This design comes from an exercise in tuning for small area, a short achievable clock period and few clock cycles per item on the open sky130 flow, not from production work. The RTL was checked by simulation tests, not by an equivalence proof against the original design. Power and IR drop assume default switching activity.

$ cat flow/run.sh
#!/bin/bash
# synth_recipe.tcl (not shown) runs the flow's synth.tcl, then flattens the netlist and writes it again
# the make line also repeats each setting of config.mk as NAME=value (left out here)
make -C /OpenROAD-flow-scripts/flow DESIGN_CONFIG=/design/flow/config.mk WORK_HOME=/design/flow/orfs CLKGATE_MAP_FILE= SYNTH_SCRIPT=/design/flow/synth_recipe.tcl finish
$ cat flow/config.mk
export PLATFORM = sky130hd
export DESIGN_NAME = depth_to_point_unprojection
export DESIGN_NICKNAME = depth_to_point_unprojection
export VERILOG_FILES = /design/flow/design.v
export SDC_FILE = /design/flow/constraint.sdc
export NUM_CORES = 4
export LEC_CHECK = 0
export CAP_MARGIN = 20
export CORE_MARGIN = 2
export CORE_UTILIZATION = 40
export PLACE_DENSITY = 0.6
export SLEW_MARGIN = 20
$ cat flow/constraint.sdc
create_clock -name core_clock -period 14.0 [get_ports {i_clk}]
set_input_delay 2.8000 -clock core_clock [delete_from_list [all_inputs] [get_ports {i_clk}]]
set_output_delay 2.8000 -clock core_clock [all_outputs]
set_load 0.01 [all_outputs]
$ cat flow/design.v
package dpu_pkg;
    localparam logic [2:0] REG_WIDTH  = 3'd0;
    localparam logic [2:0] REG_HEIGHT = 3'd1;
    localparam logic [2:0] REG_CSTR   = 3'd2;
    localparam logic [2:0] REG_RSTR   = 3'd3;
    localparam logic [2:0] REG_NEAR   = 3'd4;
    localparam logic [2:0] REG_FAR    = 3'd5;
    localparam logic [2:0] REG_IFX    = 3'd6;
    localparam logic [2:0] REG_IFY    = 3'd7;
    localparam int JOB_W = 52;
endpackage
import dpu_pkg::*;
module dpu_front (
    input  logic        i_clk,
    input  logic        i_rst_n,
    input  logic        i_valid,
    input  logic        i_stall_q,
    input  logic [24:0] i_depth_code,
    input  logic [12:0] i_image_width,
    input  logic [12:0] i_image_height,
    input  logic [6:0]  i_column_stride,
    input  logic [6:0]  i_row_stride,
    output logic        o_stall,
    output logic        o_push,
    output logic [JOB_W-1:0] o_job
);
    logic [12:0] r_col, r_row, n_col, n_row, w, h;
    logic [6:0]  r_cph, r_rph, n_cph, n_rph, cs, rs;
    logic        acc, keep;
    logic [14:0] dx, dy;
    logic [12:0] ax, ay;
    always_comb begin
        w  = (i_image_width == '0) ? 13'd1 : (i_image_width > 13'd4096) ? 13'd4096 : i_image_width;
        h  = (i_image_height == '0) ? 13'd1 : (i_image_height > 13'd4096) ? 13'd4096 : i_image_height;
        cs = (i_column_stride == '0) ? 7'd1 : (i_column_stride > 7'd64) ? 7'd64 : i_column_stride;
        rs = (i_row_stride == '0) ? 7'd1 : (i_row_stride > 7'd64) ? 7'd64 : i_row_stride;
    end
    assign dx = {1'b0, r_col, 1'b0} - {2'b0, w};
    assign dy = {1'b0, r_row, 1'b0} - {2'b0, h};
    assign ax = dx[12:0] ^ {13{dx[14]}};
    assign ay = dy[12:0] ^ {13{dy[14]}};
    assign o_stall = i_stall_q;
    assign acc     = i_valid && !i_stall_q;
    assign keep    = (r_cph == '0) && (r_rph == '0) && !i_depth_code[24];
    assign o_push  = acc && keep;
    assign o_job   = {dy[14], ay, dx[14], ax, i_depth_code[23:0]};
    always_comb begin
        n_col = r_col; n_row = r_row; n_cph = r_cph; n_rph = r_rph;
        if ({1'b0, r_col} + 1'b1 >= {1'b0, w}) begin
            n_col = '0;
            n_cph = '0;
            if ({1'b0, r_row} + 1'b1 >= {1'b0, h}) begin
                n_row = '0;
                n_rph = '0;
            end else begin
                n_row = r_row + 1'b1;
                n_rph = ({1'b0, r_rph} + 1'b1 >= {1'b0, rs}) ? '0 : r_rph + 1'b1;
            end
        end else begin
            n_col = r_col + 1'b1;
            n_cph = ({1'b0, r_cph} + 1'b1 >= {1'b0, cs}) ? '0 : r_cph + 1'b1;
        end
    end
    always_ff @(posedge i_clk) begin
        if (!i_rst_n) begin
            r_col <= '0; r_row <= '0; r_cph <= '0; r_rph <= '0;
        end else if (acc) begin
            r_col <= n_col; r_row <= n_row; r_cph <= n_cph; r_rph <= n_rph;
        end
    end
endmodule
import dpu_pkg::*;
module dpu_queue (
    input  logic i_clk,
    input  logic i_rst_n,
    input  logic i_push,
    input  logic [JOB_W-1:0] i_job,
    output logic o_full,
    output logic o_valid,
    input  logic i_pop,
    output logic [JOB_W-1:0] o_job
);
    logic r_v;
    assign o_full = r_v && !i_pop;
    assign o_valid = r_v;
    always_ff @(posedge i_clk) begin
        if (i_push) o_job <= i_job;
        if (!i_rst_n) r_v <= 1'b0;
        else if (i_push) r_v <= 1'b1;
        else if (i_pop) r_v <= 1'b0;
    end
endmodule
import dpu_pkg::*;
module dpu_div (
    input  logic        i_clk,
    input  logic        i_rst_n,
    input  logic        i_cfg_we,
    input  logic [31:0] i_near,
    input  logic [31:0] i_far,
    output logic [5:0]  o_br,
    output logic [3:0]  o_half,
    output logic        o_mode32,
    output logic        o_nfok,
    input  logic        i_valid,
    output logic        o_take,
    input  logic [55:0] i_d,
    input  logic [4:0]  i_skh,
    input  logic [44:0] i_ax,
    input  logic [44:0] i_ay,
    input  logic        i_nx,
    input  logic        i_ny,
    output logic        o_valid,
    input  logic        i_stall,
    output logic [31:0] o_x,
    output logic [31:0] o_y,
    output logic [31:0] o_z
);
    logic        r_div;          
    logic        r_tail;         
    logic        r_out;          
    logic        r_axl;          
    logic        r_hv;           
    logic        r_first;        
    logic        r_nfm, r_nft;   
    logic        r_nfok;
    logic [63:0] r_nf;
    logic [4:0]  r_cnt;
    logic [4:0]  r_len, r_lenp;  
    logic [55:0] r_r, r_d;
    logic [57:0] r_d3;
    logic [31:0] r_z;
    logic [44:0] r_ax, r_ay;
    logic [66:0] r_accx, r_accy;
    logic        r_ovx, r_ovy;
    logic [1:0]  r_q;
    logic        r_nx, r_ny, r_nxp, r_nyp;
    logic        mode32, fz, last, hold, step, load, nfstart, q1, q0;
    logic [23:0] nfv;
    logic [3:0]  half;
    logic [4:0]  len;
    logic [1:0]  fb;
    logic [31:0] zm;
    logic [57:0] t;
    logic [58:0] s1, s2, s3;
    logic        g1, g2, g3;
    logic [55:0] rn;
    logic [66:0] ax0, ay0;
    logic [66:0] hx, hy;
    assign mode32  = (i_near[31:24] != '0) || (i_far[31:24] != '0);
    assign fz      = i_far == '0;
    assign nfv     = i_near[23:0] | i_far[23:0];
    always_comb begin
        half = 4'd1;
        for (int i = 0; i < 24; i++) if (nfv[i]) half = 4'(i / 2 + 1);
        o_br = 6'd0;
        for (int i = 0; i < 48; i++) if (r_nf[i]) o_br = 6'(i + 1);
    end
    assign o_half   = half;
    assign o_mode32 = mode32;
    assign o_nfok   = r_nfok;
    assign len      = mode32 ? 5'd16 : 5'({1'b0, half} - i_skh);
    assign last    = r_div && (r_cnt == '0);
    assign hold    = last && (o_valid || r_tail || r_out);    
    assign step    = r_div && !hold;
    assign load    = (!r_div || step && last) && !r_axl && r_nfok && i_valid;
    assign nfstart = !r_div && !r_tail && !r_out && !r_axl && !r_nfm && !r_nft
                     && !r_nfok && !i_cfg_we;
    assign o_take  = load;
    always_comb begin
        fb = 2'b00;
        if (mode32) begin
            case (r_cnt)
                5'd15: fb = r_nf[7:6];
                5'd14: fb = r_nf[5:4];
                5'd13: fb = r_nf[3:2];
                5'd12: fb = r_nf[1:0];
                default: fb = 2'b00;
            endcase
        end
    end
    assign t  = {r_r, fb};
    assign s1 = {1'b0, t} - {3'b0, r_d};
    assign s2 = {1'b0, t} - {2'b0, r_d, 1'b0};
    assign s3 = {1'b0, t} - {1'b0, r_d3};
    assign g1 = !s1[58];
    assign g2 = !s2[58];
    assign g3 = !s3[58];
    assign rn = g3 ? s3[55:0] : g2 ? s2[55:0] : g1 ? s1[55:0] : t[55:0];
    assign q1 = g2 && !fz;
    assign q0 = (g3 || g1 && !g2) && !fz;
    always_comb begin
        for (int i = 0; i < 32; i++) zm[i] = r_z[i] && (5'(i / 2) < r_lenp);
    end
    assign ax0 = r_first ? 67'd0 : r_accx;
    assign ay0 = r_first ? 67'd0 : r_accy;
    assign hx = {ax0[64:0], 2'b0} + (r_q[1] ? {21'b0, r_ax, 1'b0} : 67'd0)
                                  + (r_q[0] ? {22'b0, r_ax} : 67'd0);
    assign hy = {ay0[64:0], 2'b0} + (r_q[1] ? {21'b0, r_ay, 1'b0} : 67'd0)
                                  + (r_q[0] ? {22'b0, r_ay} : 67'd0);
    function automatic logic [31:0] f_sat(input logic ov, input logic [30:0] m, input logic neg);
        if (ov) f_sat = neg ? 32'h80000000 : 32'h7FFFFFFF;
        else    f_sat = neg ? 32'd0 - {1'b0, m} : {1'b0, m};
    endfunction
    always_ff @(posedge i_clk) begin
        if (!i_rst_n) begin
            r_div   <= 1'b0;
            r_tail  <= 1'b0;
            r_out   <= 1'b0;
            r_axl   <= 1'b0;
            r_hv    <= 1'b0;
            r_nfm   <= 1'b0;
            r_nft   <= 1'b0;
            r_nfok  <= 1'b0;
            o_valid <= 1'b0;
        end else begin
            if (o_valid && !i_stall) o_valid <= 1'b0;
            if (r_out) o_valid <= 1'b1;
            r_tail <= step && last;
            r_out  <= r_tail;
            r_axl  <= load;
            r_hv   <= r_nfm || step;
            if (load) r_div <= 1'b1;
            else if (step && last) r_div <= 1'b0;
            r_nfm <= i_cfg_we ? 1'b0 : nfstart ? 1'b1 : (r_nfm && r_cnt == '0) ? 1'b0 : r_nfm;
            r_nft <= !i_cfg_we && r_nfm && r_cnt == '0;
            if (i_cfg_we) r_nfok <= 1'b0;
            else if (r_nft) r_nfok <= 1'b1;
        end
    end
    always_ff @(posedge i_clk) begin
        if (load) begin
            r_cnt  <= len - 5'd1;
            r_r    <= mode32 ? r_nf[63:8] : r_nf[55:0] << {i_skh, 1'b0};
            r_d    <= i_d;
            r_d3   <= {2'b0, i_d} + {1'b0, i_d, 1'b0};
        end else if (nfstart) begin
            r_cnt  <= mode32 ? 5'd15 : 5'(5'd27 - {1'b0, half});
        end else if (r_nfm) begin
            r_cnt  <= r_cnt - 5'd1;
        end else if (step) begin
            r_cnt  <= r_cnt - 5'd1;
            r_r    <= rn;
        end
        if (nfstart) r_z <= i_far;
        else if (r_nfm) r_z <= {r_z[29:0], 2'b0};
        else if (step) r_z <= {r_z[29:0], q1, q0};
        if (load) r_len <= len;
        if (step && last) r_lenp <= r_len;
        if (r_nfm) r_q <= r_z[31:30];
        else if (step) r_q <= {q1, q0};
        if (r_axl) r_first <= 1'b1;
        else if (r_hv) r_first <= 1'b0;
        if (r_tail) begin
            o_z <= zm[31] ? 32'h80000000 : 32'd0 - zm;
        end
        if (r_axl) begin
            r_ax   <= i_ax;
            r_ay   <= i_ay;
            r_nxp  <= i_nx;
            r_nyp  <= i_ny;
        end else if (nfstart) begin
            r_ax   <= {13'b0, i_near};
        end
        if (r_tail) begin
            r_nx   <= r_nxp;
            r_ny   <= r_nyp;
        end
        if (nfstart) begin
            r_accx <= '0;
            r_ovx  <= 1'b0;
        end else if (r_hv) begin
            r_accx <= hx;
            r_accy <= hy;
            r_ovx  <= !r_first && (r_ovx || r_accx[66:64] != '0);
            r_ovy  <= !r_first && (r_ovy || r_accy[66:64] != '0);
        end
        if (r_nft) r_nf <= hx[63:0];
        if (r_out) begin
            o_x <= f_sat(r_ovx || r_accx[66:64] != '0, r_accx[63:33], r_nx);
            o_y <= f_sat(r_ovy || r_accy[66:64] != '0, r_accy[63:33], r_ny);
        end
    end
endmodule
import dpu_pkg::*;
module dpu_pre (
    input  logic        i_clk,
    input  logic        i_rst_n,
    input  logic        i_valid,
    input  logic [JOB_W-1:0] i_job,
    output logic        o_pop,
    input  logic [32:0] i_m,        
    input  logic [34:0] i_m3,       
    input  logic [31:0] i_far,
    input  logic [31:0] i_ifx,
    input  logic [31:0] i_ify,
    input  logic [5:0]  i_br,       
    input  logic [3:0]  i_half,     
    input  logic        i_mode32,
    input  logic        i_nfok,     
    output logic        o_done,
    input  logic        i_take,     
    output logic [55:0] o_d,
    output logic [4:0]  o_skh,      
    output logic [44:0] o_ax,
    output logic [44:0] o_ay,
    output logic        o_nx,
    output logic        o_ny
);
    logic        r_busy, r_done, r_taken;
    logic [2:0]  r_cnt;
    logic [39:0] r_dh;           
    logic [23:0] r_dl;           
    logic [31:0] r_xh, r_yh;
    logic [14:0] r_xl, r_yl;     
    logic        r_cy;
    logic        fstep, lstep;
    logic [39:0] m1, m2, m3, p0, p1, p2, ds;
    logic [34:0] xs, ys;
    logic [5:0]  bd, sk, skm;
    assign fstep  = r_cnt == 3'd4;
    assign lstep  = r_cnt == 3'd5;
    assign o_pop  = i_valid && (!r_busy || r_taken);
    assign o_done = r_done;
    assign o_d    = {r_dh[31:0], r_dl};
    assign o_ax   = {r_xh[29:0], r_xl};
    assign o_ay   = {r_yh[29:0], r_yl};
    assign o_ny   = !r_cy;
    assign m1 = {{7{i_m[32]}}, i_m};
    assign m2 = {{6{i_m[32]}}, i_m, 1'b0};
    assign m3 = {{5{i_m3[34]}}, i_m3};
    always_comb begin
        case (r_dl[1:0])
            2'd0: p0 = '0;
            2'd1: p0 = m1;
            2'd2: p0 = m2;
            default: p0 = m3;
        endcase
        case (r_dl[3:2])
            2'd0: p1 = '0;
            2'd1: p1 = m1;
            2'd2: p1 = m2;
            default: p1 = m3;
        endcase
        case (r_dl[5:4])
            2'd0: p2 = '0;
            2'd1: p2 = m1;
            2'd2: p2 = m2;
            default: p2 = m3;
        endcase
        if (fstep) begin
            p0 = {8'b0, i_far};
            p1 = '0;
            p2 = '0;
        end
    end
    assign ds  = r_dh + p0 + {p1[37:0], 2'b0} + {p2[35:0], 4'b0};
    assign xs  = {3'b0, r_xh} + (r_xl[0] ? {3'b0, i_ifx} : 35'd0)
                              + (r_xl[1] ? {2'b0, i_ifx, 1'b0} : 35'd0)
                              + (r_xl[2] ? {1'b0, i_ifx, 2'b0} : 35'd0);
    assign ys  = {3'b0, r_yh} + (r_yl[0] ? {3'b0, i_ify} : 35'd0)
                              + (r_yl[1] ? {2'b0, i_ify, 1'b0} : 35'd0)
                              + (r_yl[2] ? {1'b0, i_ify, 2'b0} : 35'd0);
    always_comb begin
        bd = 6'd0;
        for (int i = 0; i < 56; i++) if (o_d[i]) bd = 6'(i + 1);
    end
    assign skm = {1'b0, i_half, 1'b0} - 6'd2;
    assign sk  = (i_mode32 || bd <= i_br + 6'd1) ? 6'd0 : bd - i_br - 6'd1;
    always_ff @(posedge i_clk) begin
        if (!i_rst_n) begin
            r_busy  <= 1'b0;
            r_done  <= 1'b0;
            r_taken <= 1'b0;
        end else if (o_pop) begin
            r_busy  <= 1'b1;
            r_done  <= 1'b0;
            r_taken <= 1'b0;
        end else if (r_taken) begin
            r_busy  <= 1'b0;
            r_taken <= 1'b0;
        end else if (r_done && i_take) begin
            r_done  <= 1'b0;
            r_taken <= 1'b1;
        end else if (r_busy && !r_done && lstep && i_nfok) begin
            r_done  <= 1'b1;
        end
    end
    always_ff @(posedge i_clk) begin
        if (o_pop) begin
            r_cnt <= 3'd0;
            r_dh  <= '0;
            r_dl  <= i_job[23:0];
            r_xh  <= i_job[37] ? i_ifx : 32'd0;
            r_xl  <= {2'b0, i_job[36:24]};
            o_nx  <= i_job[37];
            r_yh  <= i_job[51] ? i_ify : 32'd0;
            r_yl  <= {2'b0, i_job[50:38]};
            r_cy  <= i_job[51];
        end else if (r_busy && !r_done && !r_taken && (!lstep || i_nfok)) begin
            r_cnt <= r_cnt + 3'd1;
            if (lstep) begin
                o_skh <= (sk > skm) ? skm[5:1] : sk[5:1];
            end else if (fstep) begin
                r_dh <= ds;
            end else begin
                r_dh <= {{6{ds[39]}}, ds[39:6]};
                r_dl <= {ds[5:0], r_dl[23:6]};
            end
            if (!lstep) begin
                r_xh <= xs[34:3];
                r_xl <= {xs[2:0], r_xl[14:3]};
                r_yh <= ys[34:3];
                r_yl <= {ys[2:0], r_yl[14:3]};
            end
        end
    end
endmodule
import dpu_pkg::*;
module depth_to_point_unprojection (
    input  logic        i_clk,
    input  logic        i_rst_n,
    input  logic        i_valid,
    output logic        o_stall,
    input  logic [24:0] i_depth_code,
    output logic        o_valid,
    input  logic        i_stall,
    output logic [31:0] o_point_x,
    output logic [31:0] o_point_y,
    output logic [31:0] o_point_z,
    input  logic        i_cfg_we,
    input  logic [2:0]  i_cfg_index,
    input  logic [31:0] i_cfg_data
);
    logic [12:0] r_w, r_h;
    logic [6:0]  r_cs, r_rs;
    logic [31:0] r_near, r_far, r_ifx, r_ify;
    logic [32:0] r_m;
    logic [34:0] r_m3;
    logic [5:0]  br;
    logic [3:0]  half;
    logic [4:0]  askh;
    logic        mode32, nfok;
    logic        push, qfull, qvalid, pop, adone, take, anx, any;
    logic [JOB_W-1:0] fjob, qjob;
    logic [55:0] ad;
    logic [44:0] aax, aay;
    always_ff @(posedge i_clk) begin
        if (!i_rst_n) begin
            r_w <= 13'd1200; r_h <= 13'd900; r_cs <= 7'd10; r_rs <= 7'd10;
            r_near <= 32'd655; r_far <= 32'd3276800;
            r_ifx <= 32'd2966000; r_ify <= 32'd2966000;
        end else if (i_cfg_we) begin
            case (i_cfg_index)
                REG_WIDTH:  r_w    <= i_cfg_data[12:0];
                REG_HEIGHT: r_h    <= i_cfg_data[12:0];
                REG_CSTR:   r_cs   <= i_cfg_data[6:0];
                REG_RSTR:   r_rs   <= i_cfg_data[6:0];
                REG_NEAR:   r_near <= i_cfg_data;
                REG_FAR:    r_far  <= i_cfg_data;
                REG_IFX:    r_ifx  <= i_cfg_data;
                REG_IFY:    r_ify  <= i_cfg_data;
                default: ;
            endcase
        end
    end
    always_ff @(posedge i_clk) begin
        r_m  <= {1'b0, r_near} - {1'b0, r_far};
        r_m3 <= {{2{r_m[32]}}, r_m} + {r_m[32], r_m, 1'b0};
    end
    dpu_front u_front (
        .i_clk(i_clk), .i_rst_n(i_rst_n), .i_valid(i_valid), .i_stall_q(qfull),
        .i_depth_code(i_depth_code), .i_image_width(r_w), .i_image_height(r_h),
        .i_column_stride(r_cs), .i_row_stride(r_rs),
        .o_stall(o_stall), .o_push(push), .o_job(fjob)
    );
    dpu_queue u_queue (
        .i_clk(i_clk), .i_rst_n(i_rst_n), .i_push(push), .i_job(fjob),
        .o_full(qfull), .o_valid(qvalid), .i_pop(pop), .o_job(qjob)
    );
    dpu_pre u_pre (
        .i_clk(i_clk), .i_rst_n(i_rst_n), .i_valid(qvalid), .i_job(qjob), .o_pop(pop),
        .i_m(r_m), .i_m3(r_m3), .i_far(r_far), .i_ifx(r_ifx), .i_ify(r_ify),
        .i_br(br), .i_half(half), .i_mode32(mode32), .i_nfok(nfok),
        .o_done(adone), .i_take(take), .o_d(ad), .o_skh(askh), .o_ax(aax), .o_ay(aay),
        .o_nx(anx), .o_ny(any)
    );
    dpu_div u_div (
        .i_clk(i_clk), .i_rst_n(i_rst_n), .i_cfg_we(i_cfg_we),
        .i_near(r_near), .i_far(r_far),
        .o_br(br), .o_half(half), .o_mode32(mode32), .o_nfok(nfok),
        .i_valid(adone), .o_take(take), .i_d(ad), .i_skh(askh), .i_ax(aax), .i_ay(aay),
        .i_nx(anx), .i_ny(any),
        .o_valid(o_valid), .i_stall(i_stall),
        .o_x(o_point_x), .o_y(o_point_y), .o_z(o_point_z)
    );
endmodule
==> results.json, run 1 <==
{
  "status": "no timing/DRC/antenna violations",
  "post-route-worst-setup-slack_ps": 6360,
  "grt_pass1_wl_mm": 422,
  "cp.required_ps": 14690,
  "setup_violations": 0,
  "cts_root_buf": "clkbuf_16",
  "cts_setup_buffers": 0,
  "p_leak_nw": 39.6,
  "drt-pass1-iter-count": 8,
  "io_pins": 163,
  "dieArea_sq_um": 218000,
  "cts_hold_buffers": 0,
  "port_buffers": 162,
  "syn_inst": 9770,
  "synthToLayoutAreaGrowth_pct": 10.5,
  "rsz0062_at_grt": "no",
  "wl_mm": 279,
  "drc": 0,
  "slew_headroom": 0.174,
  "gr-usage-all-layers": 0.249,
  "pre_cts_slack_ps": 6680,
  "maxCapViolCount": 0,
  "std_cell_rows": 170,
  "post-dp-hpwl_mm": 213,
  "coreArea_sq_um": 214000,
  "ys_ff_latch": 1118,
  "crit_path_end_kind": "register",
  "power_mw": 13.1,
  "finalHoldViolCount": 0,
  "drive_above_1_share": 0.0475,
  "grt_max_degree": 96,
  "max_freq_mhz": 131,
  "gp_congestion": 0.967,
  "async_flop_share": 0,
  "grt_overflow": 0,
  "synth_enable_flop_cells": 713,
  "path_max_fanout": 37,
  "grt_pass1_vias": 69100,
  "synth_area_sq_um": 85900,
  "ys_seq_area_frac": 0.344,
  "critPathArrivalTime_ps": 8330,
  "drtIter0Drc": 6626,
  "startpoint_type": "register",
  "fin_area_sq_um": 94900,
  "clock-sinks": 1118,
  "ys_types": 109,
  "cts_tree": "done",
  "peakVddDrop_mv": 0.151,
  "cts-resized-gates": 0,
  "antenna_found_initial": 30,
  "synth_area_per_cell_sq_um": 8.79,
  "fin_crit_sh": 0.546,
  "critPathKind": "register to register",
  "fin_skew_ps": 35.7,
  "vias": 73000,
  "ys_warn_count": 5,
  "power.density_nw_per_um2": 138,
  "dieHeight_um": 467,
  "cts_buffer_depth": 3,
  "die_w_um": 467,
  "min_path_cells": 0,
  "synthFlopType": "edfxtp_1",
  "final_net_count": 10700,
  "via_per_inst": 5.76,
  "post-route-util": 0.444,
  "antenna_left": 0,
  "reg2reg_depth": 25,
  "htreeDepth": 4,
  "finalWorstPathRequiredPeriod_ps": 7640,
  "setup_tns_ps": 0,
  "start_util": 0.401,
  "drv_slew": 0,
  "cts_buffers": 133,
  "avgRoutedWirePerCell_um": 22.0,
  "clkTransAtPathRegs_ps": 60,
  "worst_pin_slew_ps": 1240,
  "hp-class": "register to register",
  "clk_latency_ps": 810,
  "dpl_cell_area_sq_um": 90200,
  "syn_nets": 10800
}
## cells in the mapped netlist, types with 127 or more instances
| library cell | number | area share |
|---|---|---|
| dfxtp_1 | 405 | 0.094 |
| fa_1 | 295 | 0.069 |
| nand3_1 | 228 | 0.013 |
| inv_1 | 778 | 0.034 |
| edfxtp_1 | 713 | 0.25 |
| o21ai_0 | 572 | 0.033 |
| nand2_1 | 1469 | 0.064 |
| mux2i_1 | 127 | 0.015 |
| a21o_1 | 255 | 0.022 |
| ha_1 | 641 | 0.093 |
| nor2_1 | 687 | 0.030 |
| xnor2_1 | 361 | 0.037 |
| xor2_1 | 193 | 0.020 |
| clkbuf_1 | 366 | 0.016 |
| nor3_1 | 127 | 0.0074 |
| a21oi_1 | 824 | 0.048 |
## sequential cells by signal, indices dropped and copies added, names as in the netlist, 33 cells and up
signal	count
u_div.r_accy	67
u_div.r_ay	45
u_div.r_d3	58
u_pre.r_dh	40
u_div.r_r	56
u_div.r_nf	64
u_div.r_d	55
u_queue.o_job	52
r_m3	35
u_div.r_ax	45
r_m	33
u_div.r_accx	67
## final cells by class
class / count / area [sq um]
tap: 2838 / 3550
sequential: 1118 / 29500
inverter: 783 / 2950
clock buffer: 155 / 3510
timing repair buffer: 257 / 2340
multi-input combinational: 7435 / 51900
fill: 20800 / 119000
clock inverter: 91 / 1150
antenna: 8 / 20.0
## layer usage
metal,global-route usage,vias up,share of wire,routed length [um]
met5,0,-,0.00087,243
met4,0.0844,36,0.035,9840
met3,0.0394,437,0.070,19500
met2,0.380,2608,0.43,121000
met1,0.356,35400,0.46,128000
li1,-,34500,-,-
## worst paths after layout
path	startpoint	to	slack, ps
max	u_pre.r_dl[1]	u_pre.r_dh[38]	6360
min	u_div.r_nxp	u_div.r_nx	420
max reg2reg	u_pre.r_dl[1]	u_pre.r_dh[38]	6360
min reg2reg	u_div.r_nxp	u_div.r_nx	420
## per-stage QoR
| stage | hold WS, ps | cells |
|---|---|---|
| 6_report | 416 | 12700 |
| 5_1_grt | 422 | 12700 |
| 4_1_cts | 416 | 12700 |
| 3_5_place_dp | 405 | 12400 |
| 3_3_place_gp | 403 | 12400 |
| 2_1_floorplan | 400 | 9770 |
## worst max-delay path, stage by stage, from the launching register on
cell and delay (ps):
edfxtp_1 440, ha_1 180, buf_4 410, clkinv_1 1010, o21ai_0 460, nor2_1 80, a21oi_1 210, fa_1 440
inv_1 80, ha_1 230, ha_1 230, fa_1 440, a211oi_1 270, nor2_1 130, o21ba_2 250, o221ai_1 300
a211oi_1 150, nor2_1 220, o311ai_1 180, a41o_1 320, o41a_1 390, o31ai_2 400, o211ai_1 210, o22ai_1 190
xnor2_1 80, o221a_2 220
## layout by cell type, fill, tap and decap left out, types with 123 or more instances in the layout
cell type	Yosys	layout
a21oi_1	824	824
mux2i_1	127	127
a221o_1	123	123
clkbuf_16	0	137
nor2_1	687	682
xnor2_1	361	361
edfxtp_1	713	713
ha_1	641	641
clkdlybuf4s50_1	0	161
o21ai_0	572	571
nand3_1	228	227
nand2_1	1469	1467
inv_1	778	773
xor2_1	193	193
fa_1	295	295
dfxtp_1	405	399
a21o_1	255	255
nor3_1	127	127
## power by group
part	total [mW]	internal (mW)	switching [mW]
combinational	5.17	2.04	3.14
clock	3.72	2.19	1.53
sequential	4.24	3.85	0.392
total	13.1	8.08	5.06
## cell families after synthesis
logic type,after synthesis,share of synthesized area
AND/OR/NAND/NOR,3138,0.163
AO/OA/AOI/OAI,2644,0.199
buffers and inverters,1217,0.0537
flip-flops,1118,0.344
adder cells (fa/ha/maj),936,0.162
XOR/XNOR,554,0.0565
multiplexers,163,0.0223
Testbench counts, summed over its fixed seeds: cycles 24,040, points 2,345.
==> run 2: changes to the inputs <==
--- a/flow/design.v
+++ b/flow/design.v
@@ -122,7 +122,11 @@
     logic        r_hv;           
     logic        r_first;        
     logic        r_nfm, r_nft;   
-    logic        r_nfok;
+    logic        r_nfok, r_nfok0;
+    logic        r_cfgd;         
+    logic        r_mode32, r_fz;
+    logic [3:0]  r_half;
+    logic [1:0]  r_fb;           
     logic [63:0] r_nf;
     logic [4:0]  r_cnt;
     logic [4:0]  r_len, r_lenp;  
@@ -138,7 +142,6 @@
     logic [23:0] nfv;
     logic [3:0]  half;
     logic [4:0]  len;
-    logic [1:0]  fb;
     logic [31:0] zm;
     logic [57:0] t;
     logic [58:0] s1, s2, s3;
@@ -146,39 +149,32 @@
     logic [55:0] rn;
     logic [66:0] ax0, ay0;
     logic [66:0] hx, hy;
-    assign mode32  = (i_near[31:24] != '0) || (i_far[31:24] != '0);
-    assign fz      = i_far == '0;
     assign nfv     = i_near[23:0] | i_far[23:0];
     always_comb begin
         half = 4'd1;
         for (int i = 0; i < 24; i++) if (nfv[i]) half = 4'(i / 2 + 1);
-        o_br = 6'd0;
-        for (int i = 0; i < 48; i++) if (r_nf[i]) o_br = 6'(i + 1);
     end
-    assign o_half   = half;
-    assign o_mode32 = mode32;
+    always_ff @(posedge i_clk) begin
+        r_mode32 <= (i_near[31:24] != '0) || (i_far[31:24] != '0);
+        r_fz     <= i_far == '0;
+        r_half   <= half;
+        o_br     <= 6'd0;
+        for (int i = 0; i < 48; i++) if (r_nf[i]) o_br <= 6'(i + 1);
+    end
+    assign mode32   = r_mode32;
+    assign fz       = r_fz;
+    assign o_half   = r_half;
+    assign o_mode32 = r_mode32;
     assign o_nfok   = r_nfok;
-    assign len      = mode32 ? 5'd16 : 5'({1'b0, half} - i_skh);
+    assign len      = mode32 ? 5'd16 : 5'({1'b0, r_half} - i_skh);
     assign last    = r_div && (r_cnt == '0);
     assign hold    = last && (o_valid || r_tail || r_out);    
     assign step    = r_div && !hold;
     assign load    = (!r_div || step && last) && !r_axl && r_nfok && i_valid;
     assign nfstart = !r_div && !r_tail && !r_out && !r_axl && !r_nfm && !r_nft
-                     && !r_nfok && !i_cfg_we;
+                     && !r_nfok && !r_nfok0 && !i_cfg_we && !r_cfgd;
     assign o_take  = load;
-    always_comb begin
-        fb = 2'b00;
-        if (mode32) begin
-            case (r_cnt)
-                5'd15: fb = r_nf[7:6];
-                5'd14: fb = r_nf[5:4];
-                5'd13: fb = r_nf[3:2];
-                5'd12: fb = r_nf[1:0];
-                default: fb = 2'b00;
-            endcase
-        end
-    end
-    assign t  = {r_r, fb};
+    assign t  = {r_r, r_fb};
     assign s1 = {1'b0, t} - {3'b0, r_d};
     assign s2 = {1'b0, t} - {2'b0, r_d, 1'b0};
     assign s3 = {1'b0, t} - {1'b0, r_d3};
@@ -211,6 +207,7 @@
             r_nfm   <= 1'b0;
             r_nft   <= 1'b0;
             r_nfok  <= 1'b0;
+            r_nfok0 <= 1'b0;
             o_valid <= 1'b0;
         end else begin
             if (o_valid && !i_stall) o_valid <= 1'b0;
@@ -223,8 +220,9 @@
             else if (step && last) r_div <= 1'b0;
             r_nfm <= i_cfg_we ? 1'b0 : nfstart ? 1'b1 : (r_nfm && r_cnt == '0) ? 1'b0 : r_nfm;
             r_nft <= !i_cfg_we && r_nfm && r_cnt == '0;
+            r_nfok0 <= !i_cfg_we && r_nft;
             if (i_cfg_we) r_nfok <= 1'b0;
-            else if (r_nft) r_nfok <= 1'b1;
+            else if (r_nfok0) r_nfok <= 1'b1;
         end
     end
     always_ff @(posedge i_clk) begin
@@ -234,7 +232,7 @@
             r_d    <= i_d;
             r_d3   <= {2'b0, i_d} + {1'b0, i_d, 1'b0};
         end else if (nfstart) begin
-            r_cnt  <= mode32 ? 5'd15 : 5'(5'd27 - {1'b0, half});
+            r_cnt  <= mode32 ? 5'd15 : 5'(5'd27 - {1'b0, r_half});
         end else if (r_nfm) begin
             r_cnt  <= r_cnt - 5'd1;
         end else if (step) begin
@@ -245,6 +243,16 @@
         else if (r_nfm) r_z <= {r_z[29:0], 2'b0};
         else if (step) r_z <= {r_z[29:0], q1, q0};
         if (load) r_len <= len;
+        r_cfgd <= i_cfg_we || !i_rst_n;
+        if (load) r_fb <= mode32 ? r_nf[7:6] : 2'b00;
+        else if (step) begin
+            case (r_cnt)
+                5'd15: r_fb <= mode32 ? r_nf[5:4] : 2'b00;
+                5'd14: r_fb <= mode32 ? r_nf[3:2] : 2'b00;
+                5'd13: r_fb <= mode32 ? r_nf[1:0] : 2'b00;
+                default: r_fb <= 2'b00;
+            endcase
+        end
         if (step && last) r_lenp <= r_len;
         if (r_nfm) r_q <= r_z[31:30];
         else if (step) r_q <= {q1, q0};
==> run 2 against run 1 <==
- cell count up 1.3%
- clock power down 3%
- setup slack better by 420 ps
- largest cell class unchanged
- critical path type unchanged
- global-route usage about the same
- highest routed layer unchanged
- area after synthesis up 2.1%
- count of clock-buffer cells in the layout up 24
==> results.json, run 2 <==
{
  "status": "no timing/DRC/antenna violations",
  "synth_enable_flop_cells": 715,
  "avgRoutedWirePerCell_um": 22.0,
  "grt_max_degree": 90,
  "synth.most_common_cell": "nand2_1",
  "ys_warn_count": 5,
  "synth_common_cells": "1513 x nand2_1, 766 x inv_1, 715 x edfxtp_1",
  "hp-start": "u_div.r_nyp",
  "gp_congestion": 0.951,
  "vias": 73600,
  "worst_pin_slew_ps": 1220,
  "start_util": 0.403,
  "ys_seq_area_frac": 0.341,
  "path_max_fanout": 37,
  "startpoint_type": "register",
  "post-route-worst-setup-slack_ps": 6780,
  "dieArea_sq_um": 223000,
  "async_flop_share": 0,
  "synth_area_sq_um": 87700,
  "multi_input_area_sq_um": 53200,
  "io_pins": 163,
  "seq_area_sq_um": 29900,
  "largestRegisters": "u_div.r_accx (67), u_div.r_accy (67), u_div.r_nf (64)",
  "post-dp-hpwl_mm": 217,
  "cts_buffers": 133,
  "synth_area_per_cell_sq_um": 8.82,
  "finalHoldViolCount": 0,
  "grt_pass1_wl_mm": 433,
  "maxCapViolCount": 0,
  "final_net_count": 10900,
  "final_cell_mix": "1509 x nand2_1, 762 x inv_1, 715 x edfxtp_1, 670 x a21oi_1, 643 x nor2_1",
  "synth_top_area_frac": 0.245,
  "r2r_slack_ps": 6780,
  "critPathKind": "register to register",
  "syn_nets": 10900,
  "clock-sinks": 1134,
  "place_inst": 12600,
  "port_buffers": 162,
  "coreArea_sq_um": 218000,
  "power.density_nw_per_um2": 129,
  "cts_tree": "done",
  "antenna_found_initial": 13,
  "dieHeight_um": 472,
  "crit_path_end_kind": "register",
  "rsz0062_at_grt": "no",
  "cts_hold_buffers": 0,
  "hp-class": "register to register",
  "cts-resized-gates": 0,
  "via_per_inst": 5.73,
  "fin_crit_sh": 0.515,
  "clkTransAtPathRegs_ps": 60,
  "synthFlopType": "edfxtp_1",
  "synthToLayoutAreaGrowth_pct": 9.95,
  "whs_endpoint": "u_div.r_ny",
  "gr-usage-all-layers": 0.249,
  "mostFrequentLayoutCell": "nand2_1",
  "yosys.area.top_type": "edfxtp_1",
  "cp.required_ps": 14720,
  "ys_types": 100,
  "r2r_end": "u_pre.r_dh[36]",
  "htreeDepth": 4,
  "peakVddDrop_mv": 0.123,
  "slew_headroom": 0.187,
  "grt_pass1_vias": 71500,
  "antenna_left": 0,
  "finalWorstPathRequiredPeriod_ps": 7220,
  "fill_cells": 21000,
  "min_path_cells": 0,
  "drt-pass1-iter-count": 6,
  "cts_buffer_depth": 3,
  "cts_root_buf": "clkbuf_16",
  "p_leak_nw": 40.0,
  "drv_slew": 0,
  "drtIter0Drc": 6192,
  "critPathArrivalTime_ps": 7940,
  "setup_tns_ps": 0,
  "syn_inst": 9942,
  "die_w_um": 472,
  "clk_latency_ps": 800,
  "reg2reg_depth": 21,
  "power_mw": 12.5,
  "rr_startpoint": "u_pre.r_dl[2]",
  "fin_skew_ps": 30.3,
  "synth_top_cells_by_area": "edfxtp_1 24%, dfxtp_1 9.6%, ha_1 9.1%",
  "wl_mm": 283,
  "drive_above_1_share": 0.0473,
  "max_freq_mhz": 139,
  "ys_ff_latch": 1134,
  "setup_violations": 0,
  "pre_cts_slack_ps": 6800,
  "std_cell_rows": 171,
  "drc": 0,
  "cts_setup_buffers": 0,
  "grt_overflow": 0,
  "final_cells": 12900
}
run 2: changes by cell type in the layout (fill, tap and decap cells not counted), sizes merged, moves of 16 or more:
cell / change
a311o: +21
clkinv: -18
nand2: +45
nand3: +44
clkbuf: +23
and2: +22
a21boi: +143
inv: -17
a31oi: +18
nor2b: +25
nor2: -37
a21o: -16
o21a: +22
a21oi: -159
run 2: final cells by class:
type,instances,share of cell area
Sequential cell,1134,0.310
Timing Repair Buffer,259,0.0244
Clock buffer,179,0.0386
Multi-Input combinational cell,7589,0.552
Antenna cell,3,0.0000779
Inverter,770,0.0301
Clock inverter,67,0.00793
Tap cell,2854,0.0370
run 2: logic make-up (layout without fill, tap and decap cells):
logic type	after synthesis	count (layout)	synth area share
compound gates	2640	2640	0.198
xor+xnor	557	557	0.0556
fa+ha+maj	935	935	0.159
buf+inv	1219	1275	0.0540
flops	1134	1134	0.341
mux	173	173	0.0232
other cells	0	3	0
simple gates	3284	3284	0.170
run 2: worst max-delay path by stage:
stage	from	end	slack [ps]	cells past startpoint
2_1_floorplan	i_valid	u_queue.o_job[0]	5090	4
3_3_place_gp	u_pre.r_dl[1]	u_pre.o_skh[1]	6610	25
3_5_place_dp	u_pre.r_dl[2]	u_pre.r_dh[36]	6800	21
4_1_cts	u_pre.r_dl[2]	u_pre.r_dh[35]	6820	20
5_1_grt	u_pre.r_dl[5]	u_pre.r_dh[35]	6190	20
6_report	u_pre.r_dl[2]	u_pre.r_dh[36]	6780	21
run 2: per-layer routing:
| layer | GRT usage | up-vias | routed length (um) |
|---|---|---|---|
| met1 | 0.334 | 35700 | 125000 |
| met3 | 0.0314 | 482 | 16100 |
| met5 | 0 | - | 67 |
| met4 | 0.108 | 10 | 13200 |
| li1 | - | 35200 | - |
| met2 | 0.402 | 2297 | 129000 |
run 2: worst max-delay path, cell delays in order (launching register included):
cell,delay (ps)
edfxtp_1,520
ha_1,260
buf_4,240
inv_1,830
o211ai_1,260
fa_1,560
inv_1,50
fa_1,450
ha_1,380
o21a_1,190
a2111oi_0,150
o31ai_1,580
or3b_2,530
and3_1,190
nor3_1,380
o211ai_1,170
a21boi_0,350
a221oi_1,170
xnor2_1,210
a31oi_1,340
o21ai_0,160
a21oi_1,150
run 2: metrics by stage:
stage / cell area [sq um] / utilization / hold slack (ps)
6_report: 96400 / 0.443 / 423
5_1_grt: 96400 / 0.443 / 440
3_3_place_gp: 91900 / 0.422 / 404
2_1_floorplan: 87700 / - / 400
3_5_place_dp: 91900 / 0.422 / 405
4_1_cts: 96400 / 0.443 / 419
run 2: power by group:
| group | internal [mW] | switching, mW |
|---|---|---|
| logic | 1.89 | 2.69 |
| clock network | 2.13 | 1.49 |
| registers | 3.89 | 0.369 |
| total | 7.91 | 4.54 |
Testbench counts of run 2, summed over its fixed seeds: cycles 24,072, points 2,345.
==> run 3: changes to the inputs <==
--- a/flow/design.v
+++ b/flow/design.v
@@ -98,6 +98,8 @@
     input  logic [31:0] i_near,
     input  logic [31:0] i_far,
     output logic [5:0]  o_br,
+    output logic [5:0]  o_bn,
+    output logic [5:0]  o_bf,
     output logic [3:0]  o_half,
     output logic        o_mode32,
     output logic        o_nfok,
@@ -160,6 +162,10 @@
         r_half   <= half;
         o_br     <= 6'd0;
         for (int i = 0; i < 48; i++) if (r_nf[i]) o_br <= 6'(i + 1);
+        o_bn     <= 6'd0;
+        for (int i = 0; i < 32; i++) if (i_near[i]) o_bn <= 6'(i + 1);
+        o_bf     <= 6'd0;
+        for (int i = 0; i < 32; i++) if (i_far[i]) o_bf <= 6'(i + 1);
     end
     assign mode32   = r_mode32;
     assign fz       = r_fz;
@@ -301,6 +307,8 @@
     input  logic [31:0] i_far,
     input  logic [31:0] i_ifx,
     input  logic [31:0] i_ify,
+    input  logic [5:0]  i_bn,       
+    input  logic [5:0]  i_bf,       
     input  logic [5:0]  i_br,       
     input  logic [3:0]  i_half,     
     input  logic        i_mode32,
@@ -316,26 +324,28 @@
 );
     logic        r_busy, r_done, r_taken;
     logic [2:0]  r_cnt;
-    logic [39:0] r_dh;           
+    logic [37:0] r_dh;           
     logic [23:0] r_dl;           
     logic [31:0] r_xh, r_yh;
-    logic [14:0] r_xl, r_yl;     
+    logic [13:0] r_xl, r_yl;     
     logic        r_cy;
-    logic        fstep, lstep;
-    logic [39:0] m1, m2, m3, p0, p1, p2, ds;
-    logic [34:0] xs, ys;
-    logic [5:0]  bd, sk, skm;
-    assign fstep  = r_cnt == 3'd4;
-    assign lstep  = r_cnt == 3'd5;
-    assign o_pop  = i_valid && (!r_busy || r_taken);
+    logic        fstep;
+    logic [37:0] m1, m2, m3, p0, p1, ds;
+    logic [31:0] dhf;
+    logic [33:0] xs, ys;
+    logic [23:0] jd;
+    logic [4:0]  bd, lo, r_bd, r_lo;
+    logic [5:0]  e1, e2, eb, sk, skm;
+    assign fstep  = r_cnt == 3'd6;
+    assign o_pop  = i_valid && i_nfok && (!r_busy || r_taken);
     assign o_done = r_done;
     assign o_d    = {r_dh[31:0], r_dl};
-    assign o_ax   = {r_xh[29:0], r_xl};
-    assign o_ay   = {r_yh[29:0], r_yl};
+    assign o_ax   = {r_xh[30:0], r_xl};
+    assign o_ay   = {r_yh[30:0], r_yl};
     assign o_ny   = !r_cy;
-    assign m1 = {{7{i_m[32]}}, i_m};
-    assign m2 = {{6{i_m[32]}}, i_m, 1'b0};
-    assign m3 = {{5{i_m3[34]}}, i_m3};
+    assign m1 = {{5{i_m[32]}}, i_m};
+    assign m2 = {{4{i_m[32]}}, i_m, 1'b0};
+    assign m3 = {{3{i_m3[34]}}, i_m3};
     always_comb begin
         case (r_dl[1:0])
             2'd0: p0 = '0;
@@ -349,31 +359,25 @@
             2'd2: p1 = m2;
             default: p1 = m3;
         endcase
-        case (r_dl[5:4])
-            2'd0: p2 = '0;
-            2'd1: p2 = m1;
-            2'd2: p2 = m2;
-            default: p2 = m3;
-        endcase
-        if (fstep) begin
-            p0 = {8'b0, i_far};
-            p1 = '0;
-            p2 = '0;
-        end
     end
-    assign ds  = r_dh + p0 + {p1[37:0], 2'b0} + {p2[35:0], 4'b0};
-    assign xs  = {3'b0, r_xh} + (r_xl[0] ? {3'b0, i_ifx} : 35'd0)
-                              + (r_xl[1] ? {2'b0, i_ifx, 1'b0} : 35'd0)
-                              + (r_xl[2] ? {1'b0, i_ifx, 2'b0} : 35'd0);
-    assign ys  = {3'b0, r_yh} + (r_yl[0] ? {3'b0, i_ify} : 35'd0)
-                              + (r_yl[1] ? {2'b0, i_ify, 1'b0} : 35'd0)
-                              + (r_yl[2] ? {1'b0, i_ify, 2'b0} : 35'd0);
+    assign ds  = r_dh + p0 + {p1[35:0], 2'b0};
+    assign dhf = r_dh[31:0] + i_far;
+    assign xs  = {2'b0, r_xh} + (r_xl[0] ? {2'b0, i_ifx} : 34'd0)
+                              + (r_xl[1] ? {1'b0, i_ifx, 1'b0} : 34'd0);
+    assign ys  = {2'b0, r_yh} + (r_yl[0] ? {2'b0, i_ify} : 34'd0)
+                              + (r_yl[1] ? {1'b0, i_ify, 1'b0} : 34'd0);
+    assign jd = i_job[23:0];
     always_comb begin
-        bd = 6'd0;
-        for (int i = 0; i < 56; i++) if (o_d[i]) bd = 6'(i + 1);
-    end
+        bd = 5'd0;
+        for (int i = 0; i < 24; i++) if (jd[i]) bd = 5'(i + 1);
+        lo = 5'd24;
+        for (int i = 0; i < 24; i++) if (!jd[i]) lo = 5'(23 - i);
+    end
+    assign e1 = (i_bf == '0 || r_lo == 5'd24) ? 6'd0 : i_bf + {1'b0, 5'd23 - r_lo};
+    assign e2 = (i_bn == '0 || r_bd == '0) ? 6'd0 : i_bn + {1'b0, r_bd} - 6'd1;
+    assign eb = (e1 > e2) ? e1 : e2;
     assign skm = {1'b0, i_half, 1'b0} - 6'd2;
-    assign sk  = (i_mode32 || bd <= i_br + 6'd1) ? 6'd0 : bd - i_br - 6'd1;
+    assign sk  = (i_mode32 || eb <= i_br + 6'd1) ? 6'd0 : eb - i_br - 6'd1;
     always_ff @(posedge i_clk) begin
         if (!i_rst_n) begin
             r_busy  <= 1'b0;
@@ -389,7 +393,7 @@
         end else if (r_done && i_take) begin
             r_done  <= 1'b0;
             r_taken <= 1'b1;
-        end else if (r_busy && !r_done && lstep && i_nfok) begin
+        end else if (r_busy && !r_done && fstep) begin
             r_done  <= 1'b1;
         end
     end
@@ -397,29 +401,28 @@
         if (o_pop) begin
             r_cnt <= 3'd0;
             r_dh  <= '0;
-            r_dl  <= i_job[23:0];
+            r_dl  <= jd;
+            r_bd  <= bd;
+            r_lo  <= lo;
             r_xh  <= i_job[37] ? i_ifx : 32'd0;
-            r_xl  <= {2'b0, i_job[36:24]};
+            r_xl  <= {1'b0, i_job[36:24]};
             o_nx  <= i_job[37];
             r_yh  <= i_job[51] ? i_ify : 32'd0;
-            r_yl  <= {2'b0, i_job[50:38]};
+            r_yl  <= {1'b0, i_job[50:38]};
             r_cy  <= i_job[51];
-        end else if (r_busy && !r_done && !r_taken && (!lstep || i_nfok)) begin
+        end else if (r_busy && !r_done && !r_taken) begin
             r_cnt <= r_cnt + 3'd1;
-            if (lstep) begin
-                o_skh <= (sk > skm) ? skm[5:1] : sk[5:1];
-            end else if (fstep) begin
-                r_dh <= ds;
+            if (r_cnt == 3'd0) o_skh <= (sk > skm) ? skm[5:1] : sk[5:1];
+            if (fstep) begin
+                r_dh[31:0] <= dhf;
             end else begin
-                r_dh <= {{6{ds[39]}}, ds[39:6]};
-                r_dl <= {ds[5:0], r_dl[23:6]};
-            end
-            if (!lstep) begin
-                r_xh <= xs[34:3];
-                r_xl <= {xs[2:0], r_xl[14:3]};
-                r_yh <= ys[34:3];
-                r_yl <= {ys[2:0], r_yl[14:3]};
+                r_dh <= {{4{ds[37]}}, ds[37:4]};
+                r_dl <= {ds[3:0], r_dl[23:4]};
             end
+            r_xh <= xs[33:2];
+            r_xl <= {xs[1:0], r_xl[13:2]};
+            r_yh <= ys[33:2];
+            r_yl <= {ys[1:0], r_yl[13:2]};
         end
     end
 endmodule
@@ -444,7 +447,7 @@
     logic [31:0] r_near, r_far, r_ifx, r_ify;
     logic [32:0] r_m;
     logic [34:0] r_m3;
-    logic [5:0]  br;
+    logic [5:0]  br, bn, bf;
     logic [3:0]  half;
     logic [4:0]  askh;
     logic        mode32, nfok;
@@ -488,14 +491,14 @@
     dpu_pre u_pre (
         .i_clk(i_clk), .i_rst_n(i_rst_n), .i_valid(qvalid), .i_job(qjob), .o_pop(pop),
         .i_m(r_m), .i_m3(r_m3), .i_far(r_far), .i_ifx(r_ifx), .i_ify(r_ify),
-        .i_br(br), .i_half(half), .i_mode32(mode32), .i_nfok(nfok),
+        .i_bn(bn), .i_bf(bf), .i_br(br), .i_half(half), .i_mode32(mode32), .i_nfok(nfok),
         .o_done(adone), .i_take(take), .o_d(ad), .o_skh(askh), .o_ax(aax), .o_ay(aay),
         .o_nx(anx), .o_ny(any)
     );
     dpu_div u_div (
         .i_clk(i_clk), .i_rst_n(i_rst_n), .i_cfg_we(i_cfg_we),
         .i_near(r_near), .i_far(r_far),
-        .o_br(br), .o_half(half), .o_mode32(mode32), .o_nfok(nfok),
+        .o_br(br), .o_bn(bn), .o_bf(bf), .o_half(half), .o_mode32(mode32), .o_nfok(nfok),
         .i_valid(adone), .o_take(take), .i_d(ad), .i_skh(askh), .i_ax(aax), .i_ay(aay),
         .i_nx(anx), .i_ny(any),
         .o_valid(o_valid), .i_stall(i_stall),
==> run 3 against run 2 <==
- via count fell by 0.36%
- fmax up 13%
- synthesized cell count is 0.95% lower
- register-to-register slack better by 850 ps
- clock skew up 17 ps
- still clean
- critical endpoint is now u_div.r_nf[50]
- largest power group is now sequential cells
- first-iteration DRC count increased by 14%
- sequential share of layout area increased by 0.70 points
==> results.json, run 3 <==
{
  "status": "no timing/DRC/antenna violations",
  "grt_overflow": 0,
  "drtIter0Drc": 7073,
  "crit_cells": 21,
  "finalWorstPathRequiredPeriod_ps": 6370,
  "fill_cells": 20900,
  "peakVddDrop_mv": 0.0898,
  "post-dp-hpwl_mm": 212,
  "yosys.area.top_type": "edfxtp_1",
  "ys_types": 104,
  "dieHeight_um": 468,
  "antenna_left": 0,
  "grt_pass1_wl_mm": 423,
  "cp.required_ps": 14530,
  "min_path_cells": 0,
  "syn_inst": 9848,
  "crit_buf_inv": 4,
  "antenna_found_initial": 17,
  "synth_area_sq_um": 86100,
  "final_cell_mix": "1437 x nand2_1, 794 x inv_1, 725 x edfxtp_1, 669 x ha_1, 668 x a21oi_1",
  "cts_hold_buffers": 0,
  "critPathArrivalTime_ps": 6890,
  "drive_above_1_share": 0.0479,
  "wl_mm": 279,
  "die_w_um": 468,
  "cp_cell_sequence": "buf_4 > buf_4 > nand2_1 > fa_1 > inv_1 > ha_1 > inv_1 > fa_1 > nor2b_1 > o21ai_0 > a21boi_1 > o41ai_1 > a31o_2 > a21oi_1 > o21bai_1 > a211oi_1 > o21ai_1 > a2111oi_2 > o21ai_0 > xor2_1 > nor2_1",
  "synth_area_per_cell_sq_um": 8.74,
  "dpl_cell_area_sq_um": 90600,
  "cts_buffer_depth": 3,
  "rsz0062_at_grt": "no",
  "synth_top_cells_by_area": "edfxtp_1 25%, dfxtp_1 9.8%, ha_1 9.7%",
  "ys_warn_count": 5,
  "syn_nets": 10800,
  "p_leak_nw": 39.8,
  "fin_area_sq_um": 95500,
  "vias": 73400,
  "cts_setup_buffers": 0,
  "wl_met2_mm": 121,
  "whs_ps": 419,
  "met3_length_mm": 18.8,
  "final_net_count": 10800,
  "worst_pin_slew_ps": 1290,
  "avgRoutedWirePerCell_um": 21.8,
  "startpoint_type": "register",
  "post-route-worst-setup-slack_ps": 7630,
  "maxCapViolCount": 0,
  "port_buffers": 162,
  "drc": 0,
  "max_freq_mhz": 157,
  "switchingPower_mw": 3.22,
  "power.density_nw_per_um2": 107,
  "p_int_mw": 7.01,
  "std_cell_rows": 170,
  "wl_met1_mm": 126,
  "dieArea_sq_um": 219000,
  "async_flop_share": 0,
  "io_pins": 163,
  "slowest_delay_ps": 930,
  "synthToLayoutAreaGrowth_pct": 10.9,
  "clk_latency_ps": 840,
  "cts-resized-gates": 0,
  "synth_common_cells": "1437 x nand2_1, 795 x inv_1, 725 x edfxtp_1",
  "largestRegisters": "u_div.r_accx (67), u_div.r_accy (67), u_div.r_nf (64)",
  "routed.top_layer": "met5",
  "setup_tns_ps": 0,
  "mostFrequentLayoutCell": "nand2_1",
  "slew_headroom": 0.143,
  "fin_crit_sh": 0.455,
  "gr-usage-all-layers": 0.249,
  "clock-sinks": 1148,
  "setup_violations": 0,
  "crit_path_end_kind": "register",
  "crit_family": "compound AO/OA/AOI/OAI gates",
  "grt_pass1_vias": 69300,
  "path_max_fanout": 55,
  "cts_root_buf": "clkbuf_16",
  "pwr-share-seq": 0.402,
  "pre_cts_slack_ps": 7760,
  "fin_skew_ps": 47.1,
  "finalHoldViolCount": 0,
  "coreArea_sq_um": 214000,
  "grt_max_degree": 92,
  "clkTransAtPathRegs_ps": 60,
  "cts_buffers": 140,
  "via_per_inst": 5.73,
  "drv_slew": 0,
  "drt-pass1-iter-count": 8,
  "cts_tree": "done",
  "combPwrFrac": 0.223,
  "synth_top_area_frac": 0.253,
  "synth.most_common_cell": "nand2_1",
  "synth_enable_flop_cells": 725,
  "ys_seq_area_frac": 0.351,
  "power.share.switching": 0.315,
  "ys_ff_latch": 1148,
  "gp_congestion": 0.986,
  "start_util": 0.402,
  "crit_slowest_cell": "a2111oi_2",
  "pwr-share-clk": 0.375,
  "critPathKind": "register to register",
  "synthFlopType": "edfxtp_1",
  "reg2reg_depth": 21,
  "hp-class": "register to register",
  "htreeDepth": 4
}
[run 3: kinds of logic after synthesis]
kind of cell               synth area share
buffers and inverters                0.0529
AOI/OAI and AO/OA                     0.200
and+or+nand+nor                       0.172
xor gates and xnor gates             0.0578
adders and majority gates             0.144
DFF                                   0.351
muxes                                0.0215
[run 3: power by group through the flow]
stage / Clock, mW / Combinational (mW) / Sequential (mW)
floorplan: 0 / 1.73 / 3.99
global placement: 0 / 2.22 / 4.16
detailed placement: 0 / 2.25 / 4.16
CTS: 3.91 / 2.27 / 4.09
global route: 4.03 / 2.55 / 4.12
finish: 3.84 / 2.28 / 4.11
[run 3: layer usage]
metal,global-route usage,vias up
met3,0.0404,479
met1,0.348,35400
li1,-,35000
met2,0.381,2501
met4,0.0999,12
met5,0,-
[run 3: path summary, 6_finish.rpt]
kind,start,to,slack (ps)
worst min-delay path,u_div.r_nyp,u_div.r_ny,420
worst max-delay path,u_div.r_q[0],u_div.r_nf[50],7630
worst max register to register,u_div.r_q[0],u_div.r_nf[50],7630
worst min register to register,u_div.r_nyp,u_div.r_ny,420
[run 3: cell type report]
type	count	area (sq um)	area share
Antenna cell	5	12.5	0.000131
Clock buffer	192	3980	0.0417
Clock inverter	65	865	0.00906
Inverter	799	3010	0.0315
Multi-Input combinational cell	7506	51500	0.539
Sequential cell	1148	30300	0.317
Tap cell	2838	3550	0.0372
Timing Repair Buffer	255	2340	0.0245
[run 3: worst register-to-register path, cell delays in order, from the launching register on]
cell and delay (ps):
edfxtp_1 330, buf_4 350, buf_4 640, nand2_1 210
fa_1 490, inv_1 70, ha_1 170, inv_1 60
fa_1 400, nor2b_1 130, o21ai_0 130, a21boi_1 350
o41ai_1 170, a31o_2 240, a21oi_1 290, o21bai_1 160
a211oi_1 280, o21ai_1 190, a2111oi_2 930, o21ai_0 220
xor2_1 220, nor2_1 60
[run 3: per-stage QoR]
step,power [mW],std cells,util
2_1_floorplan,5.72,9848,-
3_3_place_gp,6.38,12500,0.422
3_5_place_dp,6.42,12500,0.422
4_1_cts,10.3,12800,0.445
5_1_grt,10.7,12800,0.445
6_report,10.2,12800,0.445
Testbench counts of run 3, summed over its fixed seeds: cycles 25,065, points 2,345.
==> run 4: changes to the inputs <==
--- a/flow/design.v
+++ b/flow/design.v
@@ -335,7 +335,7 @@
     logic [33:0] xs, ys;
     logic [23:0] jd;
     logic [4:0]  bd, lo, r_bd, r_lo;
-    logic [5:0]  e1, e2, eb, sk, skm;
+    logic [5:0]  e1, e2, eb, sk, skm, r_eb;
     assign fstep  = r_cnt == 3'd6;
     assign o_pop  = i_valid && i_nfok && (!r_busy || r_taken);
     assign o_done = r_done;
@@ -377,7 +377,7 @@
     assign e2 = (i_bn == '0 || r_bd == '0) ? 6'd0 : i_bn + {1'b0, r_bd} - 6'd1;
     assign eb = (e1 > e2) ? e1 : e2;
     assign skm = {1'b0, i_half, 1'b0} - 6'd2;
-    assign sk  = (i_mode32 || eb <= i_br + 6'd1) ? 6'd0 : eb - i_br - 6'd1;
+    assign sk  = (i_mode32 || r_eb <= i_br + 6'd1) ? 6'd0 : r_eb - i_br - 6'd1;
     always_ff @(posedge i_clk) begin
         if (!i_rst_n) begin
             r_busy  <= 1'b0;
@@ -412,7 +412,8 @@
             r_cy  <= i_job[51];
         end else if (r_busy && !r_done && !r_taken) begin
             r_cnt <= r_cnt + 3'd1;
-            if (r_cnt == 3'd0) o_skh <= (sk > skm) ? skm[5:1] : sk[5:1];
+            if (r_cnt == 3'd0) r_eb <= eb;
+            if (r_cnt == 3'd1) o_skh <= (sk > skm) ? skm[5:1] : sk[5:1];
             if (fstep) begin
                 r_dh[31:0] <= dhf;
             end else begin
--- a/flow/config.mk
+++ b/flow/config.mk
@@ -7,6 +7,6 @@
 export LEC_CHECK = 0
 export CAP_MARGIN = 20
 export CORE_MARGIN = 2
-export CORE_UTILIZATION = 40
-export PLACE_DENSITY = 0.6
+export CORE_UTILIZATION = 60
+export PLACE_DENSITY = 0.75
 export SLEW_MARGIN = 20
==> run 4 against run 3 <==
- still clean
- via count rose by 2.1%
- sequential share of layout area rose by 0.70 points
- first-iteration DRC count rose by 24%
- die area fell by 33%
- cell count fell by 7.4%
- combinational power rose by 13%
- synthesized cell count rose by 0.32%
- worst hold slack barely moved
- largest cell class unchanged
- largest power group unchanged
- highest routed layer unchanged
==> results.json, run 4 <==
{
  "critPathArrivalTime_ps": 6600,
  "gp_congestion": 1.00,
  "fin_skew_ps": 33.1,
  "synth_top_area_frac": 0.254,
  "rr_startpoint": "u_div.r_q[1]",
  "std_cell_rows": 139,
  "ys_warn_count": 5,
  "peakVddDrop_mv": 0.116,
  "ys_seq_area_frac": 0.352,
  "power.density_nw_per_um2": 110,
  "syn_inst": 9880,
  "hp-class": "register to register",
  "dieArea_sq_um": 147000,
  "status": "no timing/DRC/antenna violations",
  "antenna_found_initial": 8,
  "fill_cells": 11700,
  "crit_path_end_kind": "register",
  "clkTransAtPathRegs_ps": 60,
  "dpl_cell_area_sq_um": 89400,
  "grt_pass1_wl_mm": 406,
  "worst_pin_slew_ps": 1190,
  "dieHeight_um": 383,
  "final_net_count": 10800,
  "path_max_fanout": 88,
  "finalWorstPathRequiredPeriod_ps": 6090,
  "gr-usage-all-layers": 0.354,
  "crit_path_start": "u_div.r_q[1]",
  "start_util": 0.603,
  "synthFlopType": "edfxtp_1",
  "wl_mm": 265,
  "cts_root_buf": "clkbuf_16",
  "synth_common_cells": "1508 x nand2_1, 802 x inv_1, 731 x edfxtp_1",
  "synth_area_sq_um": 86300,
  "cts_hold_buffers": 0,
  "avgRoutedWirePerCell_um": 22.4,
  "final_cells": 11900,
  "die_w_um": 383,
  "antenna_left": 0,
  "finalHoldViolCount": 0,
  "drtIter0Drc": 8767,
  "mostFrequentLayoutCell": "nand2_1",
  "async_flop_share": 0,
  "slew_headroom": 0.205,
  "synthToLayoutAreaGrowth_pct": 8.83,
  "drv_slew": 0,
  "grt_overflow": 0,
  "startpoint_type": "register",
  "pre_cts_slack_ps": 7980,
  "post-dp-hpwl_mm": 200,
  "syn_nets": 10800,
  "via_per_inst": 6.32,
  "cp.required_ps": 14500,
  "whs_ps": 418,
  "yosys.area.top_type": "edfxtp_1",
  "port_buffers": 162,
  "io_pins": 163,
  "cts_buffer_depth": 3,
  "clock-sinks": 1154,
  "final_cell_mix": "1507 x nand2_1, 801 x inv_1, 731 x edfxtp_1, 670 x ha_1, 652 x o21ai_0",
  "grt_max_degree": 124,
  "synth_top_cells_by_area": "edfxtp_1 25%, dfxtp_1 9.8%, ha_1 9.7%",
  "rsz0062_at_grt": "no",
  "fin_crit_sh": 0.435,
  "cts_buffers": 132,
  "hp-start": "u_div.r_nxp",
  "max_freq_mhz": 164,
  "ys_ff_latch": 1154,
  "htreeDepth": 4,
  "synth.most_common_cell": "nand2_1",
  "synth_enable_flop_cells": 731,
  "slowest_delay_ps": 820,
  "setup_violations": 0,
  "p_leak_nw": 39.5,
  "place_inst": 11600,
  "synth_area_per_cell_sq_um": 8.74,
  "ys_types": 98,
  "cts-resized-gates": 0,
  "clk_latency_ps": 800,
  "cp_cell_sequence": "buf_4 > nand2_1 > fa_1 > inv_1 > ha_1 > nor3_1 > inv_1 > o22ai_1 > a211oi_1 > a311o_1 > a21oi_1 > o31ai_1 > a21oi_1 > o2111ai_1 > a311oi_2 > nor4b_1 > xnor2_1 > nor2_1",
  "post-route-worst-setup-slack_ps": 7910,
  "drt-pass1-iter-count": 10,
  "crit_slowest_cell": "a311oi_2",
  "drc": 0,
  "fin_area_sq_um": 93900,
  "cts_setup_buffers": 0,
  "vias": 74900,
  "drive_above_1_share": 0.0431,
  "coreArea_sq_um": 143000,
  "critPathKind": "register to register",
  "largestRegisters": "u_div.r_accx (67), u_div.r_accy (67), u_div.r_nf (64)",
  "maxCapViolCount": 0,
  "grt_pass1_vias": 70300,
  "setup_tns_ps": 0,
  "cts_tree": "done"
}
[run 4: stage by stage]
stage | utilization | power, mW
finish | 0.656 | 10.3
global route | 0.656 | 10.8
CTS | 0.656 | 10.3
detailed placement | 0.625 | 6.71
global placement | 0.625 | 6.64
floorplan | - | 5.99
[run 4: path summary, 6_finish.rpt]
kind | to | slack [ps] | depth (start not counted)
worst max-delay path | u_div.r_nf[61] | 7910 | 18
worst min-delay path | u_div.r_nx | 420 | 0
worst max register to register | u_div.r_nf[61] | 7910 | 18
worst min register to register | u_div.r_nx | 420 | 0
[run 4: layer usage]
layer	global-route usage	vias up	routed length [um]
met5	0	-	46
met2	0.533	3486	114000
li1	-	35000	-
met1	0.496	35700	112000
met3	0.0632	655	25400
met4	0.161	6	13300
[run 4: worst max-delay path: cells and delay by family, from the launching register on]
family | cells | cell delay (ps)
AOI/OAI and AO/OA | 8 | 2710
and+or+nand+nor | 4 | 770
DFF | 1 | 370
xor gates and xnor gates | 1 | 220
adders and majority gates | 2 | 820
buffers and inverters | 3 | 900
[run 4: area by class of cell]
cell class / instances / area, sq um / share of cell area
well taps: 1903 / 2380 / 0.0253
multi-input cells: 7516 / 51400 / 0.547
repair buffers: 235 / 2170 / 0.0231
clock inverters: 75 / 872 / 0.00928
clock buffers: 165 / 3610 / 0.0385
diodes: 1 / 2.50 / 0.0000266
flip-flops and latches: 1154 / 30400 / 0.324
inverters: 806 / 3040 / 0.0323
[run 4: kinds of logic (layout without fill, tap and decap cells)]
group	count (synthesis)	in the layout	synth area share
AOI/OAI and AO/OA	2688	2688	0.201
xor gates and xnor gates	583	583	0.0592
adders and majority gates	873	873	0.144
buffers and inverters	1210	1281	0.0530
DFF	1154	1154	0.352
muxes	150	150	0.0213
other	0	1	0
and+or+nand+nor	3222	3222	0.169
[run 4: power breakdown]
group | switching [mW] | leakage [nW] | internal [mW]
registers | 0.306 | 10.0 | 3.84
clock network | 1.51 | 2.16 | 2.11
logic | 1.50 | 27.3 | 1.08
total | 3.32 | 39.5 | 7.03
Testbench counts of run 4, summed over its fixed seeds: cycles 25,065, points 2,345.

[afterwards: timing with drivers on the ports]
How much do the figures lean on ideal ports? The routed layouts below were timed once more, with nothing changed but the port constraints. Step 1 sets driving cells, clkbuf_16 on the clock port and buf_2 on the other inputs (assumed; they add their load-dependent delay and slew). Step 2, shift: input delay + t, output delay - t, t = (earliest + latest rising clock arrival at the registers) / 2. This alone moves slack from input paths to output paths. a / b / c = ideal / step 1 / step 2; a / b = the first two.
run	t, ns	setup slack, ns	worst data-port slew with drivers (ns)
run 1	0.873	6.361 / 6.361 / 6.361	0.15
run 2	0.876	6.784 / 6.784 / 6.784	0.09
run 3	0.895	7.635 / 7.635 / 7.635	0.14
run 4	0.867	7.908 / 7.908 / 7.908	0.08
After both steps setup and hold are still met in every run listed.
